This is an optimization exercise on Yosys and OpenROAD, whose aim is small area, not a production implementation.
At most, simulation tests tie the RTL to the original design; equivalence was not proved.
Function not checked in run 4: the RTL went through the layout flow alone.
No activity file was given, so power comes from the tool's default toggle rates.

==> flow/design.v <==
    localparam int BOARD_W = 10;    
    localparam int POS_W   = 4;     
    localparam int STEP_W  = 12;    
    localparam int GROWTH_PERIOD_LOG2 = 4;
    localparam logic [POS_W-1:0] RED_CROWN_H  = 4'd2;
    localparam logic [POS_W-1:0] RED_CROWN_V  = 4'd3;
    localparam logic [POS_W-1:0] BLUE_CROWN_H = 4'd8;
    localparam logic [POS_W-1:0] BLUE_CROWN_V = 4'd7;
    localparam logic [1:0] NPC  = 2'd0;
    localparam logic [1:0] RED  = 2'd1;
    localparam logic [1:0] BLUE = 2'd2;
    localparam logic [1:0] TERRITORY = 2'd0;
    localparam logic [1:0] MOUNTAIN  = 2'd1;
    localparam logic [1:0] CROWN     = 2'd2;
    localparam logic [1:0] CITY      = 2'd3;
    localparam logic [2:0] KEY_W     = 3'd0;
    localparam logic [2:0] KEY_A     = 3'd1;
    localparam logic [2:0] KEY_S     = 3'd2;
    localparam logic [2:0] KEY_D     = 3'd3;
    localparam logic [2:0] KEY_SPACE = 3'd4;
    localparam logic [2:0] KEY_Z     = 3'd5;
    localparam logic [2:0] KEY_NONE  = 3'd6;    
    localparam logic [1:0] CHOOSE     = 2'b00;
    localparam logic [1:0] MOVE_TOTAL = 2'b10;
    localparam logic [1:0] MOVE_HALF  = 2'b11;
    localparam logic [2:0] READY        = 3'd0;
    localparam logic [2:0] IN_ROUND     = 3'd1;
    localparam logic [2:0] CHECK_WIN    = 3'd2;
    localparam logic [2:0] ROUND_SWITCH = 3'd3;
    localparam logic [2:0] GAME_OVER    = 3'd4;
    localparam logic [1:0] MOVE_BLOCKED  = 2'd0;
    localparam logic [1:0] MOVE_PEACEFUL = 2'd1;
    localparam logic [1:0] MOVE_ATTACK   = 2'd2;
`timescale 1ns/10ps
module game_top #(
    parameter int TROOP_W = 9
) (
    input  logic               clk_100M,
    input  logic               reset,
    input  logic               key_ready,
    input  logic [2:0]         key_data,
    output logic               key_read_fin,
    input  logic               wb_cyc,
    input  logic               wb_stb,
    input  logic               wb_we,
    input  logic [7:0]         wb_adr,
    input  logic [31:0]        wb_dat_i,
    output logic [31:0]        wb_dat_o,
    output logic               wb_ack
);
    localparam int BOARD_W = 10;    
    localparam int POS_W   = 4;     
    localparam int STEP_W  = 12;    
    localparam int GROWTH_PERIOD_LOG2 = 4;
    localparam logic [POS_W-1:0] RED_CROWN_H  = 4'd2;
    localparam logic [POS_W-1:0] RED_CROWN_V  = 4'd3;
    localparam logic [POS_W-1:0] BLUE_CROWN_H = 4'd8;
    localparam logic [POS_W-1:0] BLUE_CROWN_V = 4'd7;
    localparam logic [1:0] NPC  = 2'd0;
    localparam logic [1:0] RED  = 2'd1;
    localparam logic [1:0] BLUE = 2'd2;
    localparam logic [1:0] TERRITORY = 2'd0;
    localparam logic [1:0] MOUNTAIN  = 2'd1;
    localparam logic [1:0] CROWN     = 2'd2;
    localparam logic [1:0] CITY      = 2'd3;
    localparam logic [2:0] KEY_W     = 3'd0;
    localparam logic [2:0] KEY_A     = 3'd1;
    localparam logic [2:0] KEY_S     = 3'd2;
    localparam logic [2:0] KEY_D     = 3'd3;
    localparam logic [2:0] KEY_SPACE = 3'd4;
    localparam logic [2:0] KEY_Z     = 3'd5;
    localparam logic [2:0] KEY_NONE  = 3'd6;    
    localparam logic [1:0] CHOOSE     = 2'b00;
    localparam logic [1:0] MOVE_TOTAL = 2'b10;
    localparam logic [1:0] MOVE_HALF  = 2'b11;
    localparam logic [2:0] READY        = 3'd0;
    localparam logic [2:0] IN_ROUND     = 3'd1;
    localparam logic [2:0] CHECK_WIN    = 3'd2;
    localparam logic [2:0] ROUND_SWITCH = 3'd3;
    localparam logic [2:0] GAME_OVER    = 3'd4;
    localparam logic [1:0] MOVE_BLOCKED  = 2'd0;
    localparam logic [1:0] MOVE_PEACEFUL = 2'd1;
    localparam logic [1:0] MOVE_ATTACK   = 2'd2;
    function automatic logic [3:0] layout_cell(logic [3:0] h, logic [3:0] v);
        if (h == RED_CROWN_H && v == RED_CROWN_V) begin
            layout_cell = {RED, CROWN};
        end else if (h == BLUE_CROWN_H && v == BLUE_CROWN_V) begin
            layout_cell = {BLUE, CROWN};
        end else if (v == 5) begin
            layout_cell = {NPC, CITY};
        end else if (5'(h) + 5'(v) == 5'd9 && h >= 6) begin
            layout_cell = {NPC, MOUNTAIN};
        end else if (h >= 2 && h <= 5 && v >= 2 && v <= 5) begin
            layout_cell = {RED, CITY};
        end else begin
            layout_cell = {NPC, TERRITORY};
        end
    endfunction
    function automatic logic [TROOP_W-1:0] layout_troop(logic [3:0] c);
        if (c[1:0] == CROWN) begin
            layout_troop = (c[3:2] == RED) ? TROOP_W'(87) : TROOP_W'(89);
        end else if (c[1:0] == CITY && c[3:2] == RED) begin
            layout_troop = TROOP_W'(25);
        end else begin
            layout_troop = '0;
        end
    endfunction
    function automatic logic [1:0] piece_of(logic [3:0] h, logic [3:0] v);
        logic [3:0] c;
        c = layout_cell(h, v);
        piece_of = c[1:0];
    endfunction
    function automatic logic every_round(logic [3:0] h, logic [3:0] v);
        logic [1:0] p;
        p = piece_of(h, v);
        every_round = p == CITY || p == CROWN;
    endfunction
    function automatic logic [255:0] piece_table();
        logic [3:0] c;
        piece_table = '0;
        for (int i = 0; i < BOARD_W * BOARD_W; i++) begin
            c = layout_cell(4'(i / BOARD_W), 4'(i % BOARD_W));
            piece_table[2*i +: 2] = c[1:0];
        end
    endfunction
    function automatic logic [127:0] city_table();
        logic [3:0] c;
        city_table = '0;
        for (int i = 0; i < BOARD_W * BOARD_W; i++) begin
            c = layout_cell(4'(i / BOARD_W), 4'(i % BOARD_W));
            city_table[i] = c[1:0] == CITY || c[1:0] == CROWN;
        end
    endfunction
    localparam logic [255:0] PIECE_TAB = piece_table();
    localparam logic [127:0] CITY_TAB  = city_table();
    logic [2:0]         state;
    logic [1:0]         current_player;    
    logic [1:0]         winner;            
    logic [1:0]         cursor_mode;
    logic [3:0]         cursor_h;
    logic [3:0]         cursor_v;
    logic [2:0]         pending;
    logic [13:0]        step_cnt;      
    logic [TROOP_W-1:0] srcv;          
    logic               pend_wr;       
    logic [TROOP_W-1:0] cell_troop [BOARD_W][BOARD_W];
    logic [1:0]         cell_own   [BOARD_W][BOARD_W];
    logic               start;
    logic               loaded;
    logic               fsm_run;
    logic [TROOP_W-1:0] g_city;
    logic [TROOP_W-1:0] g_terr;
    assign fsm_run = !key_ready;
    assign loaded  = state != READY;
    assign g_city  = step_cnt[9:1];
    assign g_terr  = step_cnt[13:5];
    function automatic logic [8:0] neighbour(logic [3:0] h, logic [3:0] v, logic [2:0] key);
        logic       ok;
        logic [3:0] th;
        logic [3:0] tv;
        ok = 1'b0;
        th = h;
        tv = v;
        case (key)
            KEY_W: begin
                ok = v != '0;
                tv = ok ? v - 1'b1 : v;
            end
            KEY_A: begin
                ok = h != '0;
                th = ok ? h - 1'b1 : h;
            end
            KEY_S: begin
                ok = v != POS_W'(BOARD_W - 1);
                tv = ok ? v + 1'b1 : v;
            end
            KEY_D: begin
                ok = h != POS_W'(BOARD_W - 1);
                th = ok ? h + 1'b1 : h;
            end
            default: ;
        endcase
        neighbour = {ok, th, tv};
    endfunction
    logic       tgt_ok;
    logic [3:0] tgt_h;
    logic [3:0] tgt_v;
    logic       tgt_mtn;       
    logic       tgt_city;      
    logic [6:0] tgt_idx;       
    logic       cell_hit;
    logic [6:0] wb_idx;
    assign cell_hit = wb_adr[7] && wb_adr[6:0] < 7'd100;
    assign wb_idx   = wb_adr[6:0];
    logic               need_port;     
    logic               defer_q;       
    logic [6:0]         hq_idx;        
    logic               undo_hit_q;    
    logic [6:0]         pidx;
    logic [12:0]        phi_sel;       
    logic [7:0]         plo_sel;       
    logic [TROOP_W-1:0] raw_troop;
    logic [1:0]         raw_own;
    logic [TROOP_W-1:0] port_rel;
    logic [1:0]         port_own;
    logic [TROOP_W-1:0] port_abs;
    assign need_port = fsm_run && state == IN_ROUND && pending != KEY_NONE;
    assign pidx = defer_q ? hq_idx : (need_port ? tgt_idx : wb_idx);
    logic [TROOP_W-1:0] grp_troop [13];
    logic [1:0]         grp_own   [13];
    always_comb begin
        for (int i = 0; i < 13; i++) begin
            phi_sel[i] = pidx[6:3] == 4'(i);
        end
        for (int i = 0; i < 8; i++) begin
            plo_sel[i] = pidx[2:0] == 3'(i);
        end
        raw_troop = '0;
        raw_own   = NPC;
        for (int g = 0; g < 13; g++) begin
            grp_troop[g] = '0;
            grp_own[g]   = NPC;
            for (int l = 0; l < 8; l++) begin
                if (g * 8 + l < BOARD_W * BOARD_W
                    && PIECE_TAB[2*(g*8+l) +: 2] != MOUNTAIN) begin
                    grp_troop[g] = grp_troop[g]
                                 | ({TROOP_W{plo_sel[l]}} & cell_troop[(g*8+l) / BOARD_W][(g*8+l) % BOARD_W]);
                    grp_own[g]   = grp_own[g]
                                 | ({2{plo_sel[l]}} & cell_own[(g*8+l) / BOARD_W][(g*8+l) % BOARD_W]);
                end
            end
            raw_troop = raw_troop | ({TROOP_W{phi_sel[g]}} & grp_troop[g]);
            raw_own   = raw_own   | ({2{phi_sel[g]}} & grp_own[g]);
        end
    end
    assign port_rel = raw_troop;
    assign port_own = raw_own;
    logic [TROOP_W:0]   port_sum;
    assign port_sum = {1'b0, port_rel} + {1'b0, CITY_TAB[pidx] ? g_city : g_terr};
    assign port_abs = (port_own == NPC) ? '0 : port_sum[TROOP_W-1:0];
    logic               half;
    logic [TROOP_W-1:0] sent;
    logic [TROOP_W-1:0] src_left;
    logic               own_target;
    logic               capture;
    logic               blocked;
    logic               attack;
    logic               move_req;
    logic [TROOP_W-1:0] dst_new;
    logic [1:0]         dst_own_new;
    logic [TROOP_W-1:0] g_tgt;
    logic [TROOP_W:0]   sent_g;        
    logic [TROOP_W-1:0] sent_2g;       
    logic [TROOP_W-1:0] src_rel;
    logic               tgt_owned;
    logic               carry_g;       
    logic               gt;            
    logic               capture_owned;
    assign half       = cursor_mode == MOVE_HALF;
    assign sent       = half ? srcv >> 1 : srcv - 1'b1;
    assign src_left   = half ? (srcv >> 1) + TROOP_W'(srcv[0]) : TROOP_W'(1);
    assign g_tgt      = tgt_city ? g_city : g_terr;
    assign sent_g     = {1'b0, sent} - {1'b0, g_tgt};
    assign sent_2g    = sent_g[TROOP_W-1:0] - g_tgt;
    assign src_rel    = srcv - g_tgt;
    assign own_target = port_own == current_player;
    assign tgt_owned  = port_own != NPC;
    assign carry_g    = port_sum[TROOP_W];    
    assign gt         = sent_g[TROOP_W-1:0] > port_rel;
    assign capture_owned = gt ? (carry_g || !sent_g[TROOP_W]) : (carry_g && !sent_g[TROOP_W]);
    assign capture    = !own_target && (tgt_owned ? capture_owned : sent != '0);
    assign blocked    = tgt_mtn;
    assign attack     = tgt_owned && !own_target;
    assign move_req   = fsm_run && state == IN_ROUND && cursor_mode != CHOOSE
                        && tgt_ok && !blocked;
    logic [TROOP_W-1:0] r_pm_sent;
    assign r_pm_sent  = port_rel + (own_target ? sent : ~sent) + TROOP_W'(!own_target);
    assign dst_new    = !capture   ? r_pm_sent
                      : tgt_owned  ? sent_2g - port_rel
                      :              sent_g[TROOP_W-1:0];
    assign dst_own_new = capture ? current_player : port_own;
    logic               load;
    logic               wr_en;
    logic [3:0]         wr_h;
    logic [3:0]         wr_v;
    logic [1:0]         wr_own;
    logic [TROOP_W-1:0] wr_troop;
    logic [BOARD_W-1:0] wr_hsel;
    logic [BOARD_W-1:0] wr_vsel;
    assign load     = fsm_run && state == READY && start;
    assign wr_en    = move_req || pend_wr;
    assign wr_h     = tgt_h;    
    assign wr_v     = tgt_v;
    assign wr_own   = move_req ? dst_own_new : current_player;
    assign wr_troop = move_req ? dst_new : src_rel;
    logic [TROOP_W-1:0] wr_troop_hi;
    logic [TROOP_W-1:0] wr_troop_lo;
    logic               wr_blue_hi;
    logic               wr_blue_lo;
    assign wr_troop_hi = wr_troop | {TROOP_W{load}};
    assign wr_troop_lo = wr_troop & ~{TROOP_W{load}};
    assign wr_blue_hi  = wr_own == BLUE || load;
    assign wr_blue_lo  = wr_own == BLUE && !load;
    always_comb begin
        for (int i = 0; i < BOARD_W; i++) begin
            wr_hsel[i] = load || (wr_en && wr_h == 4'(i));
            wr_vsel[i] = load || wr_v == 4'(i);
        end
    end
    for (genvar gh = 0; gh < BOARD_W; gh++) begin : g_col
        for (genvar gv = 0; gv < BOARD_W; gv++) begin : g_cell
            localparam logic [3:0] LAYOUT_C = layout_cell(4'(gh), 4'(gv));
            logic en;
            assign en = wr_hsel[gh] && wr_vsel[gv];
            if (LAYOUT_C[1:0] == MOUNTAIN) begin : g_mtn
                assign cell_troop[gh][gv] = '0;
                assign cell_own[gh][gv]   = NPC;
            end else if (LAYOUT_C[3:2] == NPC) begin : g_npc
                always_ff @(posedge clk_100M) begin
                    if (en) begin
                        cell_troop[gh][gv] <= wr_troop;
                        cell_own[gh][gv]   <= wr_own;
                    end
                end
            end else begin : g_player
                localparam logic [TROOP_W-1:0] LT = layout_troop(LAYOUT_C);
                logic blue;    
                always_ff @(posedge clk_100M) begin
                    if (en) begin
                        for (int b = 0; b < TROOP_W; b++) begin
                            cell_troop[gh][gv][b] <= LT[b] ? wr_troop_hi[b] : wr_troop_lo[b];
                        end
                        blue <= (LAYOUT_C[3:2] == BLUE) ? wr_blue_hi : wr_blue_lo;
                    end
                end
                assign cell_own[gh][gv] = blue ? BLUE : RED;
            end
        end
    end
    logic [1:0]  next_player;
    logic [2:0]  state_n;
    logic [1:0]  mode_n;
    logic [3:0]  cursor_h_n;
    logic [3:0]  cursor_v_n;
    logic [2:0]  pending_n;
    logic [13:0] step_n;
    logic [8:0]  tgt_n;
    assign current_player = (state == READY) ? NPC : (step_cnt[0] ? BLUE : RED);
    assign winner      = (state != GAME_OVER) ? NPC
                       : (cell_own[RED_CROWN_H][RED_CROWN_V] != RED) ? BLUE : RED;
    assign next_player = (current_player == RED) ? BLUE : RED;
    always_comb begin
        state_n    = state;
        mode_n     = cursor_mode;
        cursor_h_n = cursor_h;
        cursor_v_n = cursor_v;
        pending_n  = pending;
        step_n     = step_cnt;
        if (key_ready) begin
            if (key_data <= 3'd5) pending_n = key_data;    
        end else begin
            case (state)
                READY: if (start) begin
                    state_n    = IN_ROUND;
                    pending_n  = KEY_NONE;
                    mode_n     = CHOOSE;
                    cursor_h_n = RED_CROWN_H;
                    cursor_v_n = RED_CROWN_V;
                end
                IN_ROUND: if (pending != KEY_NONE) begin
                    pending_n = KEY_NONE;
                    if (cursor_mode == CHOOSE) begin
                        if (tgt_ok) begin
                            cursor_h_n = tgt_h;
                            cursor_v_n = tgt_v;
                        end else if (pending == KEY_SPACE && port_own == current_player
                                     && port_abs >= 2) begin
                            mode_n = MOVE_TOTAL;
                        end
                    end else if (pending == KEY_Z) begin
                        mode_n = (cursor_mode == MOVE_TOTAL) ? MOVE_HALF : MOVE_TOTAL;
                    end else if (pending == KEY_SPACE) begin
                        mode_n = CHOOSE;
                    end else if (move_req) begin
                        state_n = attack ? CHECK_WIN : ROUND_SWITCH;
                    end
                end
                CHECK_WIN: begin
                    if (cell_own[RED_CROWN_H][RED_CROWN_V] != RED) begin
                        state_n  = GAME_OVER;
                    end else if (cell_own[BLUE_CROWN_H][BLUE_CROWN_V] != BLUE) begin
                        state_n  = GAME_OVER;
                    end else begin
                        state_n = ROUND_SWITCH;
                    end
                end
                ROUND_SWITCH: begin
                    mode_n     = CHOOSE;
                    cursor_h_n = (next_player == RED) ? RED_CROWN_H : BLUE_CROWN_H;
                    cursor_v_n = (next_player == RED) ? RED_CROWN_V : BLUE_CROWN_V;
                    step_n     = step_cnt + 1'b1;    
                    state_n    = IN_ROUND;
                end
                GAME_OVER: pending_n = KEY_NONE;   
                default: state_n = READY;
            endcase
        end
    end
    assign tgt_n = neighbour(cursor_h_n, cursor_v_n, pending_n);
    always_ff @(posedge clk_100M or posedge reset) begin
        if (reset) begin
            key_read_fin   <= 1'b0;
            state          <= READY;
            cursor_mode    <= CHOOSE;
            cursor_h       <= '0;
            cursor_v       <= '0;
            step_cnt       <= '0;
        end else begin
            key_read_fin   <= key_ready;
            state          <= state_n;
            cursor_mode    <= mode_n;
            cursor_h       <= cursor_h_n;
            cursor_v       <= cursor_v_n;
            step_cnt       <= step_n;
        end
    end
    always_ff @(posedge clk_100M) begin
        pending  <= pending_n;
        tgt_ok   <= tgt_n[8];
        tgt_h    <= tgt_n[7:4];
        tgt_v    <= tgt_n[3:0];
        tgt_mtn  <= piece_of(tgt_n[7:4], tgt_n[3:0]) == MOUNTAIN;
        tgt_city <= every_round(tgt_n[7:4], tgt_n[3:0]);
        tgt_idx  <= 7'(tgt_n[7:4]) * 7'd10 + 7'(tgt_n[3:0]);
        if (need_port && cursor_mode == CHOOSE) begin
            srcv <= port_abs;
        end else if (move_req) begin
            srcv <= src_left;
        end
        pend_wr <= move_req;
    end
    logic               req;
    logic [31:0]        rd_data;
    logic [31:0]        dat_q;
    logic [TROOP_W-1:0] host_troop;
    assign req = wb_cyc && wb_stb && !wb_ack;
    assign host_troop = (pend_wr && wb_idx == tgt_idx) ? srcv : port_abs;    
    always_comb begin
        rd_data = '0;
        if (wb_adr == 8'd1) begin
            rd_data[2:0]   = state;
            rd_data[5:4]   = current_player;
            rd_data[7:6]   = winner;
            rd_data[9:8]   = cursor_mode;
            rd_data[19:16] = cursor_h;
            rd_data[23:20] = cursor_v;
        end else if (cell_hit) begin
            rd_data[TROOP_W-1:0] = host_troop;
            rd_data[17:16]       = loaded ? PIECE_TAB[2*wb_idx +: 2] : TERRITORY;
            rd_data[25:24]       = loaded ? port_own : NPC;
            if (req && need_port) {rd_data[9], rd_data[23:18]} = wb_idx;
        end
    end
    always_ff @(posedge clk_100M or posedge reset) begin
        if (reset) begin
            wb_ack <= 1'b0;
            start  <= 1'b0;
        end else begin
            wb_ack <= req;
            start  <= req && wb_we && wb_adr == 8'd0 && wb_dat_i[0];
        end
    end
    always_ff @(posedge clk_100M) begin
        dat_q        <= rd_data;
        defer_q      <= req && need_port && cell_hit;
        undo_hit_q   <= wb_idx == tgt_idx;
    end
    assign hq_idx = {dat_q[9], dat_q[23:18]};
    always_comb begin
        wb_dat_o = dat_q;
        if (defer_q) begin
            wb_dat_o[9]     = 1'b0;
            wb_dat_o[23:18] = '0;
        end
        if (defer_q && !undo_hit_q) begin
            wb_dat_o[TROOP_W-1:0] = port_abs;
            wb_dat_o[25:24]       = port_own;
        end
    end
endmodule
==> flow/flow/run.sh <==
#!/bin/bash
# Own layout flow: the standard flow (standard.sh) with two changes:
#  - synthesis: Yosys's abc pass maps the logic with flow/abc_map.script, an
#    area-oriented mapping, instead of ORFS's abc script (registers untouched);
#  - clock tree: clkbuf_4 buffers, larger sink clusters, no dummy loads;
#  - port buffers: buf_1 cells (every port still gets its buffer).
# Each tool's output is in orfs/logs (ORFS) and flow_make.log here.
set -euo pipefail
W=$(pwd)
cat > "$W/own_synth.tcl" <<EOS
# The standard synthesis (synth_recipe.tcl), with abc's script replaced
proc abc {args} {
  set i [lsearch -exact \$args -script]
  if {\$i >= 0} { lset args [expr {\$i + 1}] {$W/flow/abc_map.script} }
  puts "abc with script $W/flow/abc_map.script"
  yosys abc {*}\$args
}
source {$W/synth_recipe.tcl}
EOS
# the platform's don't-use cells, and the largest plain buffers
DONT_USE="sky130_fd_sc_hd__probe_p_8 sky130_fd_sc_hd__probec_p_8 sky130_fd_sc_hd__lpflow_bleeder_1 sky130_fd_sc_hd__lpflow_clkbufkapwr_1 sky130_fd_sc_hd__lpflow_clkbufkapwr_16 sky130_fd_sc_hd__lpflow_clkbufkapwr_2 sky130_fd_sc_hd__lpflow_clkbufkapwr_4 sky130_fd_sc_hd__lpflow_clkbufkapwr_8 sky130_fd_sc_hd__lpflow_clkinvkapwr_1 sky130_fd_sc_hd__lpflow_clkinvkapwr_16 sky130_fd_sc_hd__lpflow_clkinvkapwr_2 sky130_fd_sc_hd__lpflow_clkinvkapwr_4 sky130_fd_sc_hd__lpflow_clkinvkapwr_8 sky130_fd_sc_hd__lpflow_decapkapwr_12 sky130_fd_sc_hd__lpflow_decapkapwr_3 sky130_fd_sc_hd__lpflow_decapkapwr_4 sky130_fd_sc_hd__lpflow_decapkapwr_6 sky130_fd_sc_hd__lpflow_decapkapwr_8 sky130_fd_sc_hd__lpflow_inputiso0n_1 sky130_fd_sc_hd__lpflow_inputiso0p_1 sky130_fd_sc_hd__lpflow_inputiso1n_1 sky130_fd_sc_hd__lpflow_inputiso1p_1 sky130_fd_sc_hd__lpflow_inputisolatch_1 sky130_fd_sc_hd__lpflow_isobufsrc_1 sky130_fd_sc_hd__lpflow_isobufsrc_16 sky130_fd_sc_hd__lpflow_isobufsrc_2 sky130_fd_sc_hd__lpflow_isobufsrc_4 sky130_fd_sc_hd__lpflow_isobufsrc_8 sky130_fd_sc_hd__lpflow_isobufsrckapwr_16 sky130_fd_sc_hd__lpflow_lsbuf_lh_hl_isowell_tap_1 sky130_fd_sc_hd__lpflow_lsbuf_lh_hl_isowell_tap_2 sky130_fd_sc_hd__lpflow_lsbuf_lh_hl_isowell_tap_4 sky130_fd_sc_hd__lpflow_lsbuf_lh_isowell_4 sky130_fd_sc_hd__lpflow_lsbuf_lh_isowell_tap_1 sky130_fd_sc_hd__lpflow_lsbuf_lh_isowell_tap_2 sky130_fd_sc_hd__lpflow_lsbuf_lh_isowell_tap_4 sky130_fd_sc_hd__buf_12 sky130_fd_sc_hd__buf_16"
CTS="-sink_clustering_enable -repair_clock_nets -dont_use_dummy_load"
CTS="$CTS -buf_list sky130_fd_sc_hd__clkbuf_4 -sink_clustering_size 10 -sink_clustering_max_diameter 35"
bash "$W/standard.sh" "SYNTH_SCRIPT=$W/own_synth.tcl" "CTS_ARGS=$CTS" \
  "BUFFER_PORTS_ARGS=-buffer_cell sky130_fd_sc_hd__buf_1" "DONT_USE_CELLS=$DONT_USE" finish > "$W/flow_make.log" 2>&1
==> flow/flow/abc_map.script <==
strash
&get -n
&st
&dc2
&dch
&nf -R 1000
&put
==> flow/standard.sh <==
#!/bin/bash
# synth_recipe.tcl (not shown) runs the flow's synth.tcl, then flattens the netlist and writes it again
# the make line also repeats each setting of config.mk as NAME=value (left out here)
make -C /OpenROAD-flow-scripts/flow DESIGN_CONFIG=/design/flow/config.mk WORK_HOME=/design/flow/orfs CLKGATE_MAP_FILE= SYNTH_SCRIPT=/design/flow/synth_recipe.tcl "${@:-finish}"
==> flow/config.mk <==
export PLATFORM = sky130hd
export DESIGN_NAME = game_top
export DESIGN_NICKNAME = game_top
export VERILOG_FILES = /design/flow/design.v
export SDC_FILE = /design/flow/constraint.sdc
export NUM_CORES = 8
export LEC_CHECK = 0
export ABC_AREA = 1
export CAP_MARGIN = 20
export CORE_MARGIN = 2
export CORE_UTILIZATION = 60
export GPL_ROUTABILITY_DRIVEN = 0
export GPL_TIMING_DRIVEN = 1
export PLACE_DENSITY = 0.72
export SETUP_SLACK_MARGIN = 0.08
export SLEW_MARGIN = 20
==> flow/constraint.sdc <==
create_clock -name core_clock -period 12.0 [get_ports {clk_100M}]
set_input_delay 2.4000 -clock core_clock [delete_from_list [all_inputs] [get_ports {clk_100M}]]
set_output_delay 2.4000 -clock core_clock [all_outputs]
set_load 0.01 [all_outputs]
==> results by group, run 1 <==
Pwr
  – Flop pwr share: 0.452
  – Sw frac: 0.389
  – Internal Power: 6900 uW
  – Power per cell area: 233 nW/um^2
  – NetSw: 4400 uW
  – Combinational share of power: 0.393
  – Clock Power Share: 0.155
  – Worst vdd ir: 0.000269 V
  – Leak: 0.0155 uW

Critical path
  – Startpoint types: primary input
  – Crit Path Class: in -> out
  – CP Launch Point: key_ready
  – Req. time, crit path: 9600 ps
  – CP Max Fanout: 20
  – CP Capture Type: output port
  – Critical path arrival: 9130 ps
  – R2r endpoint: cell_troop[22][8]
  – CP Capture Point: wb_dat_o[8]
  – Worst reg2reg path depth: 33
  – Reg2reg setup slack: 1950 ps
  – Reg2reg start: state[2]

Clocking
  – Clock root buffer: clkbuf_4
  – Clock Tree Buf Depth: 3
  – Post-CTS setup buffers: 0
  – CTS tree: yes
  – Clk slew on worst S/H paths: 90 ps
  – TritonCTS buffer count: 155
  – CTS Sinks: 1125
  – H-Tree Level Count: 4
  – Skew-Pair Late Insertion Delay: 1060 ps

Layout
  – Filler cells: 5191
  – Share of layout cells above drive strength 1: 0.124
  – Nets: 3328
  – P&R area growth vs syn: 8.43%
  – Finished Cell Area: 48500 sq um

Die
  – Row count: 100
  – Die W: 277 microns
  – Ports: 83
  – Height of the die: 277 microns
  – Die area: 76700 sq um
  – Core area: 74100 sq um
  – Initial Util: 0.604

STA
  – Final Hold Viols: 0
  – Tcrit/Tclk final: 0.961
  – Worst setup margin: 468 ps
  – Max Clock Freq: 86.7 MHz
  – Worst hold slack: 458 ps
  – Fin Setup TNS: 0 ps
  – RSZ-0062 raised after global routing: no
  – Least-Margin Pin Slew: 1290 ps
  – Max-slew headroom: 0.121
  – Setup violations, final: 0
  – Final slew viol count: 0
  – Crit path time final: 11530 ps
  – Fin Clk Skew: 125 ps

Yosys
  – Syn_area_per_cell: 15.7 sq um
  – Primary FF master, synth: edfxtp_1
  – Post-synth EDFFs: 1052
  – Seq cells post-synth: 1125
  – Ys async rst share: 0.0267
  – Post-Synth XOR/XNOR Area: 0.0125
  – Post-synthesis mux area share: 0.00621
  – Top cells by area, synth: edfxtp_1 71%, a222oi_1 3.6%, a22oi_1 3.0%
  – Post-synthesis compound-gate area fraction: 0.144
  – Synthesized area: 44700 sq um
  – Simple-Gate Fraction of Synth Area: 0.0573
  – Yosys top cell area share: 0.707
  – Cell variety after synth: 57
  – Post-synth top area cell: edfxtp_1
  – Cells after Synth: 2842
  – Seq/Total Area, Yosys: 0.743
  – Synth warnings: 26
  – Main combinational cell family by area after synthesis: compound AO/OA/AOI/OAI gates
  – Synth Area in Adders: 0.0283

Placed design
  – Port Buffers: 39
  – Worst slack at placement: 413 ps
  – Hpwl dp: 85300 microns
  – Placed Area: 47100 sq um

Global route
  – Number of global-route vias before repair: 28.9k
  – Largest net degree at the start of global routing: 84
  – Global route overflow: 0
  – First-pass GRT wire length: 191000 microns
  – Antenna violations before repair: 6
  – Total track usage: 0.342

Detailed routing
  – DRT met1 WL: 46600 microns
  – Wire length per cell: 31.5 microns
  – Metal2 WL: 59700 microns
  – Final antenna-violating net count: 0
  – Residual DRC: 0
  – Vias/cell: 7.18
  – Vias: 29.9k
  – Iteration-0 DRC Markers: 5138
  – DRT Pass-1 Iters: 8
  – Top sig layer: met5
  – Final WL: 131000 microns
  – Routed wl met3: 17500 microns

Worst hold path
  – Hold Path Class: reg -> reg
  – Hold Path Depth: 1

Flow run
  – Max-cap check violation count: 0

Run status
  – Status: complete, no violations
## logic make-up after synthesis
group	Yosys count
flops	1125
compound gates	880
simple gates	563
fa+ha+maj	93
buf+inv	90
xor+xnor	64
mux	26
other cells	1
## critical path, cell delays in order
cell and delay [ps]:
buf_1 90, nor2_1 140, nand2_1 250, nor2_1 180, a211oi_1 80, a21oi_1 690
nor2_4 340, buf_2 290, a222oi_1 360, a31oi_1 190, or4_1 630, nor4_1 590
and2_0 420, clkinv_1 250, ha_1 370, a21o_1 190, a21oi_1 240, o21bai_1 100
a21oi_1 230, o21bai_1 100, a21oi_1 180, xnor2_1 150, o21ai_0 250, a21oi_1 220
buf_1 170
## state kept, by name, indices dropped and copies added (netlist names), 3 cells and up
signal / cells
cell_troop: 864
cell_own: 166
dat_q: 18
step_cnt: 14
g_col.g_cell.genblk1.g_player.blue: 13
srcv: 9
tgt_idx: 7
cursor_h: 4
cursor_v: 4
tgt_h: 4
pending: 3
state: 3
tgt_v: 3
## metrics by stage
step	utilization	std cells	total power [uW]
after global routing	0.655	4159	11800
after detailed placement	0.637	3997	9460
after global placement	0.634	3988	9280
after floorplan	-	2853	7800
after CTS	0.652	4152	11200
final	0.655	4159	11300
## repair_timing
| item | 4_1_cts | 5_1_grt |
|---|---|---|
| hold endpoints to repair | 0 | 0 |
| gates resized for setup | 0 | 5 |
| setup endpoints to repair | 0 | 2 |
| hold buffers | 0 | 0 |
## final cells by class
cell class	count	area, sq um	share of cell area
antenna	5	12.5	0.000258
clock buffer	155	1160	0.0240
inverter	76	285	0.00588
multi-input combinational	1638	11500	0.238
sequential	1125	33200	0.685
tap	969	1210	0.0250
timing repair buffer	191	1060	0.0219
## routing by layer
layer,track usage,vias up
li1,-,12500
met1,0.458,14600
met2,0.522,2339
met3,0.0899,406
met4,0.181,2
met5,0,-
## cells in the final DEF (no fill, tap or decap), drive strengths merged, types with 10 or more instances in the layout
cell / Yosys / layout
a2111oi: 11 / 11
a21o: 19 / 19
a21oi: 142 / 142
a221oi: 50 / 50
a222oi: 162 / 162
a22o: 38 / 38
a22oi: 180 / 180
a31oi: 85 / 85
and2: 14 / 14
and3: 14 / 14
buf: 14 / 190
clkbuf: 0 / 156
clkinv: 76 / 71
conb: 1 / 12
dfrtp: 30 / 30
dfxtp: 43 / 43
edfxtp: 1052 / 1052
fa: 14 / 14
ha: 78 / 78
mux2: 14 / 14
mux2i: 12 / 12
nand2: 149 / 149
nand2b: 14 / 14
nand3: 68 / 68
nand4: 14 / 14
nor2: 199 / 199
nor2b: 25 / 25
nor3: 22 / 22
nor4: 16 / 16
o211ai: 16 / 16
o21ai: 91 / 91
o21bai: 10 / 10
o22ai: 29 / 29
xnor2: 47 / 47
xor2: 17 / 17
## Yosys cell counts (all sizes together) (5+ instances only)
cell	n
a211oi	9
mux2	14
a222oi	162
xor2	17
nand2b	14
ha	78
o31ai	5
nor2	199
a21oi	142
fa	14
a21o	19
nor3	22
dfxtp	43
o21bai	10
or2	9
clkinv	76
o22ai	29
nand3	68
or4	8
o21a	5
edfxtp	1052
or3	5
nor2b	25
o211ai	16
and2	14
a22oi	180
nand2	149
a22o	38
nor4	16
nand4	14
a221oi	50
buf	14
a31oi	85
a41oi	6
o21ai	91
xnor2	47
and3	14
mux2i	12
a2111oi	11
dfrtp	30
## power by group through the flow
stage	sequential, uW	clock [uW]	combinational, uW
final	5100	1760	4440
after floorplan	5190	0	2610
after detailed placement	5190	0	4280
after CTS	5100	1770	4300
after global routing	5110	1930	4750
after global placement	5180	0	4100
## worst min-delay path by stage
stage	from	endpoint	slack (ps)
final	wb_ack	wb_ack	460
after floorplan	cursor_h[2]	dat_q[18]	430
after global placement	wb_ack	wb_ack	430
after CTS	wb_ack	wb_ack	450
after detailed placement	wb_ack	wb_ack	440
after global routing	wb_ack	wb_ack	490
==> run 2, diff against run 1 <==
--- a/flow/config.mk
+++ b/flow/config.mk
@@ -13,4 +13,4 @@
 export GPL_TIMING_DRIVEN = 1
 export PLACE_DENSITY = 0.72
-export SETUP_SLACK_MARGIN = 0.08
+export SETUP_SLACK_MARGIN = 0.15
 export SLEW_MARGIN = 20
==> run 2 against run 1 <==
  * Still clean
  * Die area did not move
  * Routed wire length is 0.79% higher
  * First-iteration DRC count down 0.56%
  * Flip-flop and latch count did not move
  * Worst setup slack improved by 97 ps
  * Sequential share of layout area is essentially flat
  * Sequential power about the same
  * Count of clock-buffer cells in the layout unchanged
  * Design area hardly changed
==> results by group, run 2 <==
Run status
  – Status: complete, no violations

Global route
  – Number of global-route vias before repair: 28.9k
  – Total track usage: 0.342
  – Global route overflow: 0
  – Largest net degree at the start of global routing: 84
  – First-pass GRT wire length: 191000 microns
  – Antenna violations before repair: 6

Yosys
  – Post-synthesis mux area share: 0.00621
  – Synthesized area: 44700 sq um
  – Cells after Synth: 2842
  – Ys async rst share: 0.0267
  – Main combinational cell family by area after synthesis: compound AO/OA/AOI/OAI gates
  – Yosys top cell area share: 0.707
  – Seq/Total Area, Yosys: 0.743
  – Post-Synth XOR/XNOR Area: 0.0125
  – Cell variety after synth: 57
  – Simple-Gate Fraction of Synth Area: 0.0573
  – Seq cells post-synth: 1125
  – Most common cell in the netlist: edfxtp_1
  – Primary FF master, synth: edfxtp_1
  – Post-synth top area cell: edfxtp_1
  – Synth Area in Adders: 0.0283
  – Post-synthesis compound-gate area fraction: 0.144
  – Post-synth EDFFs: 1052
  – Syn_area_per_cell: 15.7 sq um
  – Top cells by area, synth: edfxtp_1 71%, a222oi_1 3.6%, a22oi_1 3.0%
  – Most instantiated cells after synthesis: 1052 x edfxtp_1, 199 x nor2_1, 180 x a22oi_1
  – Synth warnings: 26

Critical path
  – Crit Path Class: in -> out
  – CP bufs+invs: 5
  – Critical path arrival: 9040 ps
  – CP Max Fanout: 20
  – Cell family with most CP delay: compound AO/OA/AOI/OAI gates
  – CP max-delay cell: or4_1
  – Most used cell along the critical path: a21oi_1
  – Req. time, crit path: 9600 ps
  – CP peak stage delay: 640 ps
  – CP Capture Type: output port
  – Startpoint types: primary input

Flow run
  – Max-cap check violation count: 0

Detailed routing
  – Vias: 30.0k
  – Wire length per cell: 31.7 microns
  – DRT Pass-1 Iters: 9
  – Residual DRC: 0
  – Vias/cell: 7.19
  – Iteration-0 DRC Markers: 5109
  – Final WL: 132000 microns
  – Final antenna-violating net count: 0

Clocking
  – Clock Tree Buf Depth: 3
  – Clk slew on worst S/H paths: 90 ps
  – CTS Sinks: 1125
  – H-Tree Level Count: 4
  – Skew-Pair Late Insertion Delay: 1080 ps
  – Clock root buffer: clkbuf_4
  – CTS tree: yes
  – TritonCTS buffer count: 155

Layout
  – Most common cell after layout, fill and taps aside: edfxtp_1
  – Filler cells: 5189
  – Nets: 3330
  – Biggest regs: cell_troop: 864 flops, cell_own: 166 flops, dat_q: 18 flops
  – Top reg by flops: cell_troop
  – Max reg flops: 864
  – Share of layout cells above drive strength 1: 0.126
  – P&R area growth vs syn: 8.49%
  – Seq. cell area: 33200 sq um
  – Multi-input logic area: 11600 sq um
  – Commonest cells after routing, fill and taps aside: 1052 x edfxtp_1, 180 x a22oi_1, 162 x a222oi_1, 156 x clkbuf_4, 148 x nand2_1
  – Final Non-Filler Cells: 4165

STA
  – Setup violations, final: 0
  – Worst hold slack: 455 ps
  – Fin Clk Skew: 128 ps
  – RSZ-0062 raised after global routing: no
  – Crit path time final: 11440 ps
  – Final slew viol count: 0
  – Max Clock Freq: 87.4 MHz
  – Least-Margin Pin Slew: 1300 ps
  – Fin Setup TNS: 0 ps
  – Final Hold Viols: 0
  – Max-slew headroom: 0.111
  – Tcrit/Tclk final: 0.953

Die
  – Height of the die: 277 microns
  – Core area: 74100 sq um
  – Row count: 100
  – Die area: 76700 sq um
  – Die W: 277 microns
  – Initial Util: 0.604
  – Ports: 83

Pwr
  – Leak: 0.0155 uW
  – Power per cell area: 234 nW/um^2
  – Worst vdd ir: 0.000268 V

Placed design
  – Placed cells: 3997
  – Hpwl dp: 85300 microns
  – Port Buffers: 39

Worst hold path
  – Hold Path Class: reg -> reg
-- run 2: final timing paths --
check                               start           endpoint  slack, ps  cells after the start
min in group asynchronous           reset              start       1540                      3
max in group asynchronous           reset        cursor_v[3]       9920                      3
worst max-delay path            key_ready        wb_dat_o[8]        560                     26
worst min register to register     wb_ack             wb_ack        450                      1
worst min-delay path               wb_ack             wb_ack        450                      1
worst max register to register   state[2]  cell_troop[22][6]       1860                     29
-- run 2: worst register-to-register path, delay by kind of cell, from the launching register on --
family                     cells  cell delay [ps]
and+or+nand+nor               14             5790
AOI/OAI and AO/OA              9             1810
xor gates and xnor gates       2              460
DFF                            1              530
buffers and inverters          3              750
adders and majority gates      1              440
-- run 2: cell type report --
type / instances / area share
tap: 969 / 0.0250
inverter: 76 / 0.00588
multi-input combinational: 1640 / 0.238
clock buffer: 155 / 0.0240
antenna: 9 / 0.000464
sequential: 1125 / 0.684
timing repair buffer: 191 / 0.0218
-- run 2: metal layers --
layer  GRT usage  routed length [microns]  part of all wire  up-vias
met2       0.522                    59500              0.45     2398
met5           0                       19           0.00014        -
met3      0.0899                    18200              0.14      427
li1            -                        -                 -    12500
met4       0.181                     7970             0.060        2
met1       0.458                    46300              0.35    14600
-- run 2: power breakdown --
group / internal [uW] / switching [uW] / total (uW) / leakage (uW)
registers: 5020 / 88.4 / 5100 / 0.0102
logic: 1290 / 3170 / 4460 / 0.00455
clock network: 593 / 1170 / 1760 / 0.000713
-- run 2: kinds of logic after synthesis --
logic type	count (synthesis)
multiplexers	26
other	1
XOR/XNOR	64
flip-flops	1125
AO/OA/AOI/OAI	880
AND/OR/NAND/NOR	563
buffers and inverters	90
adder cells (fa/ha/maj)	93
-- run 2: what timing repair did --
| item | in CTS | in global routing |
|---|---|---|
| hold buffers | 0 | 0 |
| setup buffers | 0 | 0 |
| resized for setup | 0 | 7 |
| setup endpoints to repair | 0 | 2 |
-- run 2: stage by stage --
stage	setup slack (ps)	power [uW]	instance area, sq um	util
finish	564	11300	48500	0.655
global route	253	11800	48500	0.655
CTS	377	11200	48300	0.652
detailed placement	413	9460	47100	0.637
global placement	509	9280	47000	0.634
floorplan	158	7800	44800	-
==> run 3, diff against run 2 <==
--- a/flow/config.mk
+++ b/flow/config.mk
@@ -9,5 +9,5 @@
 export CAP_MARGIN = 20
 export CORE_MARGIN = 2
-export CORE_UTILIZATION = 60
+export CORE_UTILIZATION = 55
 export GPL_ROUTABILITY_DRIVEN = 0
 export GPL_TIMING_DRIVEN = 1
==> run 3 against run 2 <==
  * Worst setup slack improved by 25 ps
  * Critical path type unchanged
  * Sequential power about the same
  * Routed wire length is 0.51% lower
  * Largest cell class unchanged
  * First-iteration DRC count increased by 1.3%
  * Count of clock-buffer cells in the layout stayed put
==> results by group, run 3 <==
Run status
  – Status: complete, no violations

Critical path
  – CP Max Fanout: 18
  – Startpoint types: primary input
  – Reg2reg start: state[2]
  – R2r endpoint: cell_troop[30][1]
  – Worst reg2reg path depth: 32
  – Crit Path Class: in -> out
  – Req. time, crit path: 9600 ps
  – Critical path arrival: 9010 ps
  – CP Capture Type: output port
  – Reg2reg setup slack: 2040 ps

Worst hold path
  – Hold Crit Start: wb_ack
  – Hold Path Depth: 1
  – Hold Path Sink: wb_ack
  – Hold Path Class: reg -> reg

Yosys
  – Yosys top cell area share: 0.707
  – Post-synth EDFFs: 1052
  – Cell variety after synth: 57
  – Seq cells post-synth: 1125
  – Most instantiated cells after synthesis: 1052 x edfxtp_1, 199 x nor2_1, 180 x a22oi_1
  – Primary FF master, synth: edfxtp_1
  – Ys async rst share: 0.0267
  – Syn_area_per_cell: 15.7 sq um
  – Cells after Synth: 2842
  – Synthesized area: 44700 sq um
  – Seq/Total Area, Yosys: 0.743
  – Most common cell in the netlist: edfxtp_1
  – Top cells by area, synth: edfxtp_1 71%, a222oi_1 3.6%, a22oi_1 3.0%
  – Post-synth top area cell: edfxtp_1
  – Synth warnings: 26

Layout
  – Max reg flops: 864
  – Most common cell after layout, fill and taps aside: edfxtp_1
  – Commonest cells after routing, fill and taps aside: 1052 x edfxtp_1, 180 x a22oi_1, 162 x a222oi_1, 157 x clkbuf_4, 149 x nand2_1
  – P&R area growth vs syn: 8.80%
  – Share of layout cells above drive strength 1: 0.130
  – Biggest regs: cell_troop: 864 flops, cell_own: 166 flops, dat_q: 18 flops
  – Top reg by flops: cell_troop
  – Nets: 3327
  – Final Non-Filler Cells: 4251

STA
  – Least-Margin Pin Slew: 1340 ps
  – Worst setup margin: 590 ps
  – Fin Setup TNS: 0 ps
  – RSZ-0062 raised after global routing: no
  – Final slew viol count: 0
  – Max Clock Freq: 87.6 MHz
  – Max-slew headroom: 0.104
  – Setup violations, final: 0
  – Fin Clk Skew: 182 ps
  – Crit path time final: 11410 ps
  – Final Hold Viols: 0
  – Tcrit/Tclk final: 0.951

Clocking
  – Clock root buffer: clkbuf_4
  – Skew-Pair Late Insertion Delay: 1120 ps
  – Clock Tree Buf Depth: 3
  – CTS tree: yes
  – H-Tree Level Count: 4
  – CTS Sinks: 1125
  – Clk slew on worst S/H paths: 70 ps
  – TritonCTS buffer count: 155

Detailed routing
  – Iteration-0 DRC Markers: 5173
  – DRT Pass-1 Iters: 10
  – Final antenna-violating net count: 0
  – Vias/cell: 7.04
  – Wire length per cell: 30.9 microns
  – Residual DRC: 0
  – Final WL: 131000 microns
  – Vias: 29.9k

Global route
  – Total track usage: 0.317
  – First-pass GRT wire length: 191000 microns
  – Largest net degree at the start of global routing: 84
  – Number of global-route vias before repair: 28.8k
  – Antenna violations before repair: 10
  – Global route overflow: 0

Die
  – Height of the die: 289 microns
  – Ports: 83
  – Die W: 289 microns
  – Initial Util: 0.555
  – Die area: 83600 sq um
  – Core area: 80500 sq um
  – Row count: 104

Pwr
  – Worst vdd ir: 0.000205 V
  – Leak: 0.0154 uW
  – Power per cell area: 232 nW/um^2

Placed design
  – Port Buffers: 39
  – Hpwl dp: 84500 microns
  – Worst slack at placement: 506 ps
  – Placed cells: 4084

Flow run
  – Max-cap check violation count: 0
[run 3: changes by cell type in the layout (fill, tap and decap cells not counted), moves of 2 or more]
cell,delta
a31oi_2,+2
a31oi_1,-2
buf_6,-3
diode_2,-2
buf_4,+14
buf_2,-12
nor2_2,+15
nor2_1,-17
[run 3: worst max path at each step]
stage               slack, ps  startpoint           to
finish                    590   key_ready  wb_dat_o[8]
global route              220   key_ready  wb_dat_o[8]
floorplan                 160   key_ready  wb_dat_o[8]
CTS                       490   key_ready  wb_dat_o[8]
global placement          560   key_ready  wb_dat_o[8]
detailed placement        510   key_ready  wb_dat_o[8]
[run 3: area by class of cell]
type	instances	area, sq um
sequential	1125	33200
fill	5896	31900
multi-input combinational	1638	11600
tap	1060	1330
clock buffer	155	1160
timing repair buffer	190	1060
inverter	76	285
antenna	7	17.5
[run 3: worst max-delay path, cell delays in order]
cell and delay, ps:
buf_1 90, nor2_1 140, nand2_1 200, buf_2 220
nor2_1 90, a211oi_1 80, a21oi_1 610, nor2_4 240
buf_2 350, a222oi_1 340, nand3_1 120, a21oi_1 640
o22ai_1 320, or3_1 490, nor4_1 840, nand2_1 470
ha_1 430, a21oi_1 180, xnor2_1 160, o21ai_0 240
a21oi_1 200, buf_1 160
[run 3: per-stage QoR]
step | utilization | hold WS (ps) | total power, uW | area, sq um
3_3_place_gp | 0.585 | 444 | 9290 | 47100
2_1_floorplan | - | 433 | 7800 | 44800
6_report | 0.604 | 466 | 11300 | 48600
4_1_cts | 0.602 | 457 | 11200 | 48500
3_5_place_dp | 0.587 | 447 | 9450 | 47300
5_1_grt | 0.604 | 470 | 11800 | 48600
[run 3: cell families (layout without fill, tap and decap cells)]
kind of cell	after synthesis	in the layout	synth area share
other	1	19	0.0000839
AO/OA/AOI/OAI	880	880	0.144
AND/OR/NAND/NOR	563	563	0.0573
multiplexers	26	26	0.00621
adder cells (fa/ha/maj)	93	93	0.0283
buffers and inverters	90	421	0.00873
XOR/XNOR	64	64	0.0125
flip-flops	1125	1125	0.743
[run 3: report_power, final]
part           switching [uW]  internal [uW]
registers                87.8           5010
clock network            1170            592
logic                    3120           1320
total                    4380           6920
[run 3: what timing repair did]
action,4_1_cts,5_1_grt
resized for setup,0,2
endpoints found under the setup margin,0,1
hold endpoints to repair,0,0
hold buffers,0,0
setup buffers,0,0
[run 3: per-layer routing]
metal | global-route usage | part of all wire | up-vias
met5 | 0.000568 | 0.00039 | -
met4 | 0.151 | 0.050 | 8
met3 | 0.0891 | 0.14 | 398
met2 | 0.482 | 0.45 | 2390
met1 | 0.425 | 0.36 | 14600
li1 | - | - | 12500
==> run 4, diff against run 3 <==
--- a/flow/design.v
+++ b/flow/design.v
@@ -251,5 +251,4 @@
     logic [TROOP_W-1:0] g_tgt;
     logic [TROOP_W:0]   sent_g;        
-    logic [TROOP_W-1:0] sent_2g;       
     logic [TROOP_W-1:0] src_rel;
     logic               tgt_owned;
@@ -262,5 +261,4 @@
     assign g_tgt      = tgt_city ? g_city : g_terr;
     assign sent_g     = {1'b0, sent} - {1'b0, g_tgt};
-    assign sent_2g    = sent_g[TROOP_W-1:0] - g_tgt;
     assign src_rel    = srcv - g_tgt;
     assign own_target = port_own == current_player;
@@ -277,5 +275,5 @@
     assign r_pm_sent  = port_rel + (own_target ? sent : ~sent) + TROOP_W'(!own_target);
     assign dst_new    = !capture   ? r_pm_sent
-                      : tgt_owned  ? sent_2g - port_rel
+                      : tgt_owned  ? sent_g[TROOP_W-1:0] - port_abs
                       :              sent_g[TROOP_W-1:0];
     assign dst_own_new = capture ? current_player : port_own;
--- a/flow/config.mk
+++ b/flow/config.mk
@@ -9,5 +9,5 @@
 export CAP_MARGIN = 20
 export CORE_MARGIN = 2
-export CORE_UTILIZATION = 55
+export CORE_UTILIZATION = 60
 export GPL_ROUTABILITY_DRIVEN = 0
 export GPL_TIMING_DRIVEN = 1
==> run 4 against run 3 <==
  * Largest power group unchanged
  * Worst hold slack gained 44 ps
  * Flip-flop and latch count did not move
  * Clock skew down 51 ps
  * Clock power is essentially flat
  * Still clean
  * Sequential share of layout area grew 0.18 points
  * Register-to-register slack improved by 220 ps
  * First-iteration DRC count increased by 0.81%
  * Non-clock buffer count is 36 higher
  * Critical path type unchanged
  * Sequential power fell by 4.9%
==> results by group, run 4 <==
Yosys
  – Main combinational cell family by area after synthesis: compound AO/OA/AOI/OAI gates
  – Top cells by area, synth: edfxtp_1 71%, a222oi_1 3.4%, a22oi_1 3.4%
  – Yosys top cell area share: 0.709
  – Post-synth top area cell: edfxtp_1
  – Post-synthesis compound-gate area fraction: 0.143
  – Seq cells post-synth: 1125
  – Cells after Synth: 2839
  – Post-synthesis mux area share: 0.00693
  – Synth warnings: 26
  – Ys async rst share: 0.0267
  – Synthesized area: 44600 sq um
  – Cell variety after synth: 60
  – Syn_area_per_cell: 15.7 sq um
  – Seq/Total Area, Yosys: 0.745
  – Most instantiated cells after synthesis: 1052 x edfxtp_1, 210 x nor2_1, 201 x a22oi_1
  – Simple-Gate Fraction of Synth Area: 0.0589
  – Primary FF master, synth: edfxtp_1
  – Post-synth EDFFs: 1052
  – Most common cell in the netlist: edfxtp_1
  – Post-Synth XOR/XNOR Area: 0.0134
  – Synth Area in Adders: 0.0242

Detailed routing
  – Residual DRC: 0
  – DRT Pass-1 Iters: 12
  – Final antenna-violating net count: 0
  – Wire length per cell: 31.3 microns
  – Vias/cell: 7.13
  – Vias: 29.8k
  – Final WL: 131000 microns
  – Iteration-0 DRC Markers: 5215

Worst hold path
  – Hold Path Class: reg -> reg
  – Hold Crit Start: pending[0]

Layout
  – Layout Utilization: 0.663
  – Most common cell after layout, fill and taps aside: edfxtp_1
  – Max reg flops: 864
  – Nets: 3347
  – Filler cells: 5075
  – Seq. cell area: 33200 sq um
  – Multi-input logic area: 11400 sq um
  – Commonest cells after routing, fill and taps aside: 1052 x edfxtp_1, 201 x a22oi_1, 154 x clkbuf_4, 151 x a222oi_1, 150 x nand2_1
  – P&R area growth vs syn: 8.83%
  – Top reg by flops: cell_troop
  – Share of layout cells above drive strength 1: 0.136
  – Biggest regs: cell_troop: 864 flops, cell_own: 166 flops, dat_q: 18 flops

Die
  – Core area: 73200 sq um
  – Ports: 83
  – Row count: 99
  – Height of the die: 277 microns
  – Initial Util: 0.609
  – Die area: 76500 sq um
  – Die W: 277 microns

Clocking
  – CTS tree: yes
  – H-Tree Level Count: 4
  – TritonCTS buffer count: 154
  – CTS Sinks: 1125
  – Cts hold-fix bufs: 0
  – Clock Tree Buf Depth: 3
  – Skew-Pair Late Insertion Delay: 1070 ps
  – Clock root buffer: clkbuf_4
  – Clk slew on worst S/H paths: 90 ps

Pwr
  – Leak: 0.0154 uW
  – Sw frac: 0.352
  – Combinational share of power: 0.318
  – Flop pwr share: 0.501
  – NetSw: 3400 uW
  – Power per cell area: 199 nW/um^2
  – Clock Power Share: 0.181
  – Worst vdd ir: 0.000150 V
  – Internal Power: 6270 uW

Critical path
  – Critical path arrival: 9070 ps
  – Startpoint types: primary input
  – Reg2reg start: state[0]
  – CP Max Fanout: 19
  – CP peak stage delay: 610 ps
  – CP Launch Point: key_ready
  – Most used cell along the critical path: a21oi_1
  – Crit Path Class: in -> out
  – Req. time, crit path: 9600 ps
  – CP Capture Type: output port
  – CP max-delay cell: a2111oi_1

STA
  – Max Clock Freq: 87.2 MHz
  – Tcrit/Tclk final: 0.956
  – Final slew viol count: 0
  – Setup violations, final: 0
  – Max-slew headroom: 0.193
  – Fin Clk Skew: 131 ps
  – Least-Margin Pin Slew: 1210 ps
  – Final Hold Viols: 0
  – RSZ-0062 raised after global routing: no
  – Crit path time final: 11470 ps
  – Fin Setup TNS: 0 ps

Global route
  – Gr busiest metal: met2
  – Grt met2 use: 0.517
  – GR Util met3: 0.0975
  – GR Util met1: 0.460
  – Number of global-route vias before repair: 28.8k
  – Total track usage: 0.342
  – First-pass GRT wire length: 190000 microns
  – Antenna violations before repair: 10
  – Largest net degree at the start of global routing: 85
  – Global route overflow: 0

Placed design
  – Hpwl dp: 84400 microns
  – Port Buffers: 39

Run status
  – Status: complete, no violations

Flow run
  – Max-cap check violation count: 0
==> run 4: changes by cell type in the layout (fill, tap and decap cells not counted), moves of 7 or more <==
cell      previous run  this run
a222oi_1           162       151
a22oi_1            180       201
a41oi_1              6        13
buf_2               88       135
buf_4               60        51
nand2b_1            14        26
nor2_1             125       144
nor2_2              68        60
o211ai_1            16         8
o21ai_0             89        80
o22ai_1             28        18
==> run 4: cell families after synthesis <==
group                      after synthesis
AOI/OAI and AO/OA                      867
xor gates and xnor gates                68
adders and majority gates               82
buffers and inverters                   88
DFF                                   1125
muxes                                   29
other                                    1
and+or+nand+nor                        579
==> run 4: metal layers <==
layer,share of wire,vias up
met3,0.14,413
met2,0.46,2330
met5,0.0012,-
li1,-,12500
met1,0.36,14500
met4,0.046,10
==> run 4: cell type report <==
| class | count | area share |
|---|---|---|
| antenna | 7 | 0.000361 |
| inverter | 74 | 0.00572 |
| tap | 959 | 0.0247 |
| multi-input combinational | 1637 | 0.236 |
| sequential | 1125 | 0.684 |
| timing repair buffer | 226 | 0.0251 |
| clock buffer | 154 | 0.0238 |
==> run 4: worst paths after layout <==
| check | end | slack [ps] | cells past startpoint |
|---|---|---|---|
| setup reg to reg | cell_troop[8][6] | 2260 | 36 |
| max in group asynchronous | cursor_v[1] | 9950 | 3 |
| setup / recovery | wb_dat_o[8] | 530 | 29 |
| hold reg to reg | cursor_mode[1] | 510 | 2 |
| min in group asynchronous | key_read_fin | 1550 | 3 |
| hold / removal | cursor_mode[1] | 510 | 2 |
==> run 4: through the flow <==
| step | cells | instance area [sq um] | hold slack (ps) | power, uW | worst slack (ps) |
|---|---|---|---|---|---|
| 6_report | 4182 | 48500 | 511 | 9670 | 531 |
| 5_1_grt | 4179 | 48500 | 540 | 10100 | 173 |
| 4_1_cts | 4173 | 48300 | 511 | 9570 | 392 |
| 3_5_place_dp | 4019 | 47200 | 490 | 7890 | 443 |
| 3_3_place_gp | 4013 | 47000 | 489 | 7770 | 437 |
| 2_1_floorplan | 2850 | 44700 | 440 | 6740 | -96.4 |
==> run 4: timing repair <==
item / 4_1_cts / 5_1_grt
gates resized for setup: 0 / 3
endpoints found under the hold margin: 0 / 0
setup endpoints to repair: 0 / 2
buffers inserted: 0 / 0
==> run 4: power by group through the flow <==
stage / registers, uW / clock network [uW] / logic [uW]
6_report: 4850 / 1750 / 3070
2_1_floorplan: 4920 / 0 / 1810
5_1_grt: 4850 / 1910 / 3290
3_3_place_gp: 4930 / 0 / 2840
3_5_place_dp: 4930 / 0 / 2960
4_1_cts: 4840 / 1760 / 2970
==> run 4: critical path, delay by kind of cell <==
| kind | cells | cell delay (ps) |
|---|---|---|
| AO/OA/AOI/OAI | 10 | 2250 |
| AND/OR/NAND/NOR | 10 | 2010 |
| buffers and inverters | 6 | 1330 |
| adder cells (fa/ha/maj) | 2 | 840 |
| XOR/XNOR | 1 | 190 |

[what the ideal ports hide]
The results above use ideal ports. As a check the final layouts listed here were re-extracted and re-timed, cells and wires unchanged.
Step 1, drivers: a clkbuf_16 drives clk_100M and a buf_2 each remaining input, both assumed.
Step 2 moves the port delays by t, midway between the first and last clock arrival at a register: inputs arrive t later, outputs are due t later. That takes back most of the time a late clock gives input paths.
a / b / c = ideal ports / drivers / drivers and shift; a / b = the first two.
run | t, ns | setup WS [ns] | clock arrival spread, ns | worst register clock-pin slew, ns | worst data-port slew with drivers (ns)
run 1 | 1.062 | 0.468 / 0.442 / 0.380 | 0.125 / 0.125 | 0.11 / 0.11 | 0.04
run 2 | 1.081 | 0.564 / 0.540 / 0.226 | 0.128 / 0.128 | 0.11 / 0.11 | 0.04
run 3 | 1.097 | 0.590 / 0.562 / 0.432 | 0.182 / 0.182 | 0.11 / 0.11 | 0.04
run 4 | 1.065 | 0.531 / 0.502 / 0.502 | 0.131 / 0.131 | 0.11 / 0.11 | 0.04
After both steps every run listed still meets setup and hold. The setup slack of run 2, which loses most, moves by -0.024 ns with the drivers and by -0.338 ns with both steps.
